What follows belongs to an exercise in optimizing a design on an open flow for small area, a short achievable clock period and few clock cycles per item; a production flow would make more cautious choices. RTL that was checked went through simulation tests only; none was proved equivalent to the original. Power is estimated from default activity; no workload was simulated.

Setup of before:
## bresenham_line_stepper_top
module bresenham_line_stepper_top (
    input  wire logic                            aclk,
    input  wire logic                            aresetn,
    input  wire logic                            cfg_wr_en,
    input  wire logic [bls_pkg::CFG_IDX_W-1:0]   cfg_index,
    input  wire logic [bls_pkg::CFG_DATA_W-1:0]  cfg_wdata,
    input  wire logic                            s_tvalid,
    output logic                                 s_tready,
    input  wire logic [103:0]                    s_tdata,
    input  wire logic                            s_tuser,
    output logic                                 m_tvalid,
    input  wire logic                            m_tready,
    output logic [103:0]                         m_tdata,
    output logic                                 m_tuser,
    output logic                                 m_tlast
);
    localparam int LW = 29;             
    logic [WIN_W-1:0]   win_width_reg;
    logic [WIN_W-1:0]   win_height_reg;
    logic [PITCH_W-1:0] row_pitch_reg;
    logic [BPP_W-1:0]   bpp_reg;
    logic [COLOR_W-1:0] default_color_reg;
    always_ff @(posedge aclk) begin
        if (!aresetn) begin
            win_width_reg     <= WIN_WIDTH_RST;
            win_height_reg    <= WIN_HEIGHT_RST;
            row_pitch_reg     <= ROW_PITCH_RST;
            bpp_reg           <= BYTES_PER_PIX_RST;
            default_color_reg <= DEFAULT_COLOR_RST;
        end else if (cfg_wr_en) begin
            case (cfg_index)
                CFG_WIN_WIDTH:     win_width_reg     <= cfg_wdata[WIN_W-1:0];
  ...
==> flow/config.mk <==
export PLATFORM = sky130hd
export DESIGN_NAME = bresenham_line_stepper_top
export DESIGN_NICKNAME = bresenham_line_stepper_top
export VERILOG_FILES = /design/flow/design.v
export SDC_FILE = /design/flow/constraint.sdc
export NUM_CORES = 4
export LEC_CHECK = 0
export CAP_MARGIN = 20
export CORE_MARGIN = 2
export CORE_UTILIZATION = 40
export SETUP_SLACK_MARGIN = 3.75
export SLEW_MARGIN = 20
==> flow/constraint.sdc <==
create_clock -name core_clock -period 8.5 [get_ports {aclk}]
set_input_delay 1.7000 -clock core_clock [delete_from_list [all_inputs] [get_ports {aclk}]]
set_output_delay 1.7000 -clock core_clock [all_outputs]
set_load 0.01 [all_outputs]
standard.sh (not shown) runs the stock make flow with config.mk's settings and CLKGATE_MAP_FILE= SYNTH_SCRIPT=/design/flow/synth_recipe.tcl, a recipe that flattens the netlist after the stock synthesis.
==> flow/flow/run.sh <==
#!/bin/bash
# The standard layout (the standard.sh), with the port buffers made from buf_1 cells
# instead of the buffer that buffer_ports picks by default. Every port still gets a buffer.
set -euo pipefail
export BUFFER_PORTS_ARGS="-buffer_cell sky130_fd_sc_hd__buf_1"
bash standard.sh > standard.log 2>&1
Testbench counts of before, summed over its fixed seeds: cycles 300,770, items 279,162.
The inputs of after differ from those of before as listed below.
--- a/flow/design.v
+++ b/flow/design.v
@@ -77,22 +77,24 @@
             for (int i = 0; i < 29; i++)
                 if (i[l]) begin
                     j = (i & ~((2 << l) - 1)) + (1 << l) - 1;
                     g[i] = g[i] | (p[i] & g[j]);
                     p[i] = p[i] & p[j];
                 end
         sk_add = p0 ^ {g[27:0], 1'b0};
     endfunction
     logic               vld_reg, busy_reg, stp_reg, act_reg, pix_reg, last_reg, win_reg;
     logic               b0_reg, b1_reg, b2_reg;    
     logic               prep_reg;                  
+    logic               hm_reg;                    
+    logic               sd_reg, sa_reg, si_reg;    
     logic [1:0]         it_reg;                    
     logic [15:0]        x_reg, y_reg;
     logic [COLOR_W-1:0] col_reg;
     logic [15:0]        dx_reg, dy_reg;    
     logic               sxn_reg, syn_reg;
     logic [18:0]        f1_reg, f2_reg;
     logic [15:0]        cnt_reg;
     logic [LW-1:0]      lin_reg;
     logic [2:0]         syh_reg, syl_reg;
     logic [6:0]         xcm_reg;
     logic               xcn_reg;
@@ -107,25 +109,25 @@
     assign in_use_default = s_tdata[96];
     logic accept, start, step, idle_step, recalc, load;
     assign s_tready  = !busy_reg && (!vld_reg || m_tready);
     assign accept    = s_tvalid && s_tready;
     assign start     = accept && (s_tuser == REQ_START);
     assign step      = accept && (s_tuser == REQ_STEP) && act_reg;
     assign idle_step = accept && (s_tuser == REQ_STEP) && !act_reg;
     assign recalc    = cfg_wr_en && act_reg && (cfg_index[2:1] == 2'b01);
     assign load      = start || recalc;
     logic it_last, s_diff, s_abs, s_init;
     assign it_last = busy_reg && (it_reg == 2'd3);
-    assign s_diff  = busy_reg && stp_reg && b0_reg;
-    assign s_abs   = busy_reg && stp_reg && b1_reg;
-    assign s_init  = busy_reg && stp_reg && b2_reg;
+    assign s_diff  = sd_reg;
+    assign s_abs   = sa_reg;
+    assign s_init  = si_reg;
     logic mv_x, mv_y;
     assign mv_x = !f1_reg[18];
     assign mv_y = f2_reg[18];
     logic [18:0] dx2, dy2, f1_base, f2_base, f1_a, f2_a, f1_b, f2_b;
     logic [18:0] f1_s, f1_c, f2_s, f2_c, f1_new, f2_new;
     logic        f1_neg, f2_neg;
     assign dx2    = {2'b00, dx_reg, 1'b0};
     assign dy2    = {2'b00, dy_reg, 1'b0};
     assign f1_neg = f1_reg[18];
     assign f2_neg = f2_reg[18];
     always_comb begin
@@ -245,23 +247,23 @@
     assign xr      = start ? (skip_in ? xr_in1 : xr_in0) : xr_rg;
     function automatic logic [LW-1:0] prow(input logic [2:0] s, input logic [15:0] m);
         logic [16:0] mag;
         mag = s[0] ? {m, 1'b0} : s[1] ? {1'b0, m} : 17'd0;
         prow = {{12{s[2]}}, mag ^ {17{s[2]}}};
     endfunction
     logic [2:0]    cyh, cyl;
     logic [LW-1:0] lin_base, r_yh, r_yl, r_x, s1, c1, s2, c2, lin_next;
     logic [4:0]    bstep;
     assign bstep = sxn_reg ? -{1'b0, bpp_reg} : {1'b0, bpp_reg};
     always_comb begin
-        if (busy_reg) begin
+        if (hm_reg) begin
             cyh = syh_reg;
             cyl = syl_reg;
             lin_base = b0_reg ? '0 : (lin_reg << 4);
             lin_base[2] = cyh[2];
             lin_base[0] = xcn_reg;
             r_x = {{22{xcn_reg}}, {xcm_reg ^ {7{xcn_reg}}}};
         end else begin
             cyh = 3'b000;
             cyl = {mv_y && syn_reg, mv_y, 1'b0};
             lin_base = lin_reg;
             r_x = mv_x ? {{24{bstep[4]}}, bstep} : '0;
@@ -296,22 +298,26 @@
                 busy_reg <= 1'b0;
             end else if (m_tready) begin
                 vld_reg  <= 1'b0;
             end
         end
     end
     always_ff @(posedge aclk) begin
         if (start) it_reg <= {1'b0, skip_in};
         else if (recalc) it_reg <= {1'b0, skip_rg};
         else if (busy_reg && !prep_reg) it_reg <= it_reg + 2'd1;
         prep_reg <= recalc;
+        hm_reg   <= aresetn && !recalc && (start || prep_reg || (hm_reg && !it_last));
+        sd_reg   <= start;
+        sa_reg   <= sd_reg && aresetn;
+        si_reg   <= sa_reg && aresetn;
         b0_reg <= start || (prep_reg && !load);
         b1_reg <= b0_reg && !load;
         b2_reg <= b1_reg && !load;
         if (start) stp_reg <= 1'b1;
         else if (recalc) stp_reg <= 1'b0;
         syh_reg <= bdec(wy[4:2]);
         syl_reg <= bdec(wy[2:0]);
         xcm_reg <= xr[6:0];
         xcn_reg <= xr[7];
     end
     always_ff @(posedge aclk) begin
@@ -341,20 +347,20 @@
             dx_reg  <= f1_new[15:0];
             dy_reg  <= f2_new[15:0];
             sxn_reg <= f1_neg;
             syn_reg <= f2_neg;
         end
         if (step || s_diff || s_abs || s_init) begin
             f1_reg <= f1_new;
             f2_reg <= f2_new;
         end
         if (s_init) cnt_reg <= (dx_reg < dy_reg) ? dy_reg : dx_reg;
         else if (step) cnt_reg <= cnt_reg - 16'd1;
-        if (step || (busy_reg && !prep_reg)) lin_reg <= lin_next;
+        if (step || hm_reg) lin_reg <= lin_next;
     end
     assign m_tvalid = vld_reg;
     assign m_tuser  = pix_reg;
     assign m_tlast  = last_reg;
     assign m_tdata  = {7'b0, col_reg, 3'b000, win_reg ? lin_reg : {LW{1'b0}}, win_reg,
                        y_reg, x_reg};
 endmodule
 `default_nettype wire
- For after and before, there was not a single run that failed to finish clean.
- Sequential share of layout area in after is 0.63 points lower than in before
- The fraction of area in multi-input gates of after is higher than that of before.
- Comparing after and before, relative contribution of sequential cells to total power is lower on after.
- Compared with before, number of buffers outside the clock class in the layout in after decreased by a few percent.
- Placeable core region (lower): before
- Between after and before, the relative max-transition margin is higher for after.
- after ends up with a area enclosed by the die boundary that is 0.0026 mm2 higher than in before.
- Looking only at share of the synthesized area in compound gates (AO/OA/AOI/OAI), and setting everything else aside, the lower value of after and before goes to after.
- after against before: critical path depth picked up an extra 1; proportion of power drawn by combinational gates rose 7.4 points; final clock skew saw an increase.
No functional check of the RTL was part of after.

==> static timing again, ports no longer ideal <==
The results above use ideal ports. As a check the final layouts listed here were re-extracted and re-timed, cells and wires unchanged.
Step 1 sets driving cells, clkbuf_16 on the clock port and buf_2 on the other inputs (assumed; they add their load-dependent delay and slew).
Step 2 adds t to the input delays and takes it off the output delays; t is the mean of the earliest and latest rising clock arrival at the registers after step 1. Input paths then give back, and output paths get back, about the clock's delay inside the block.
Slacks: ideal / step 1 / step 2; pairs: ideal / step 1.
run	t, ns	slack for setup (ns)	cell pins on the clock port's net
before	0.625	3.695 / 3.695 / 3.321	1
after	0.625	3.808 / 3.808 / 3.449	1
After both steps setup and hold are still met in every run listed. The setup slack of before, which loses most, moves by 0.000 ns with the drivers and by -0.374 ns with both steps.
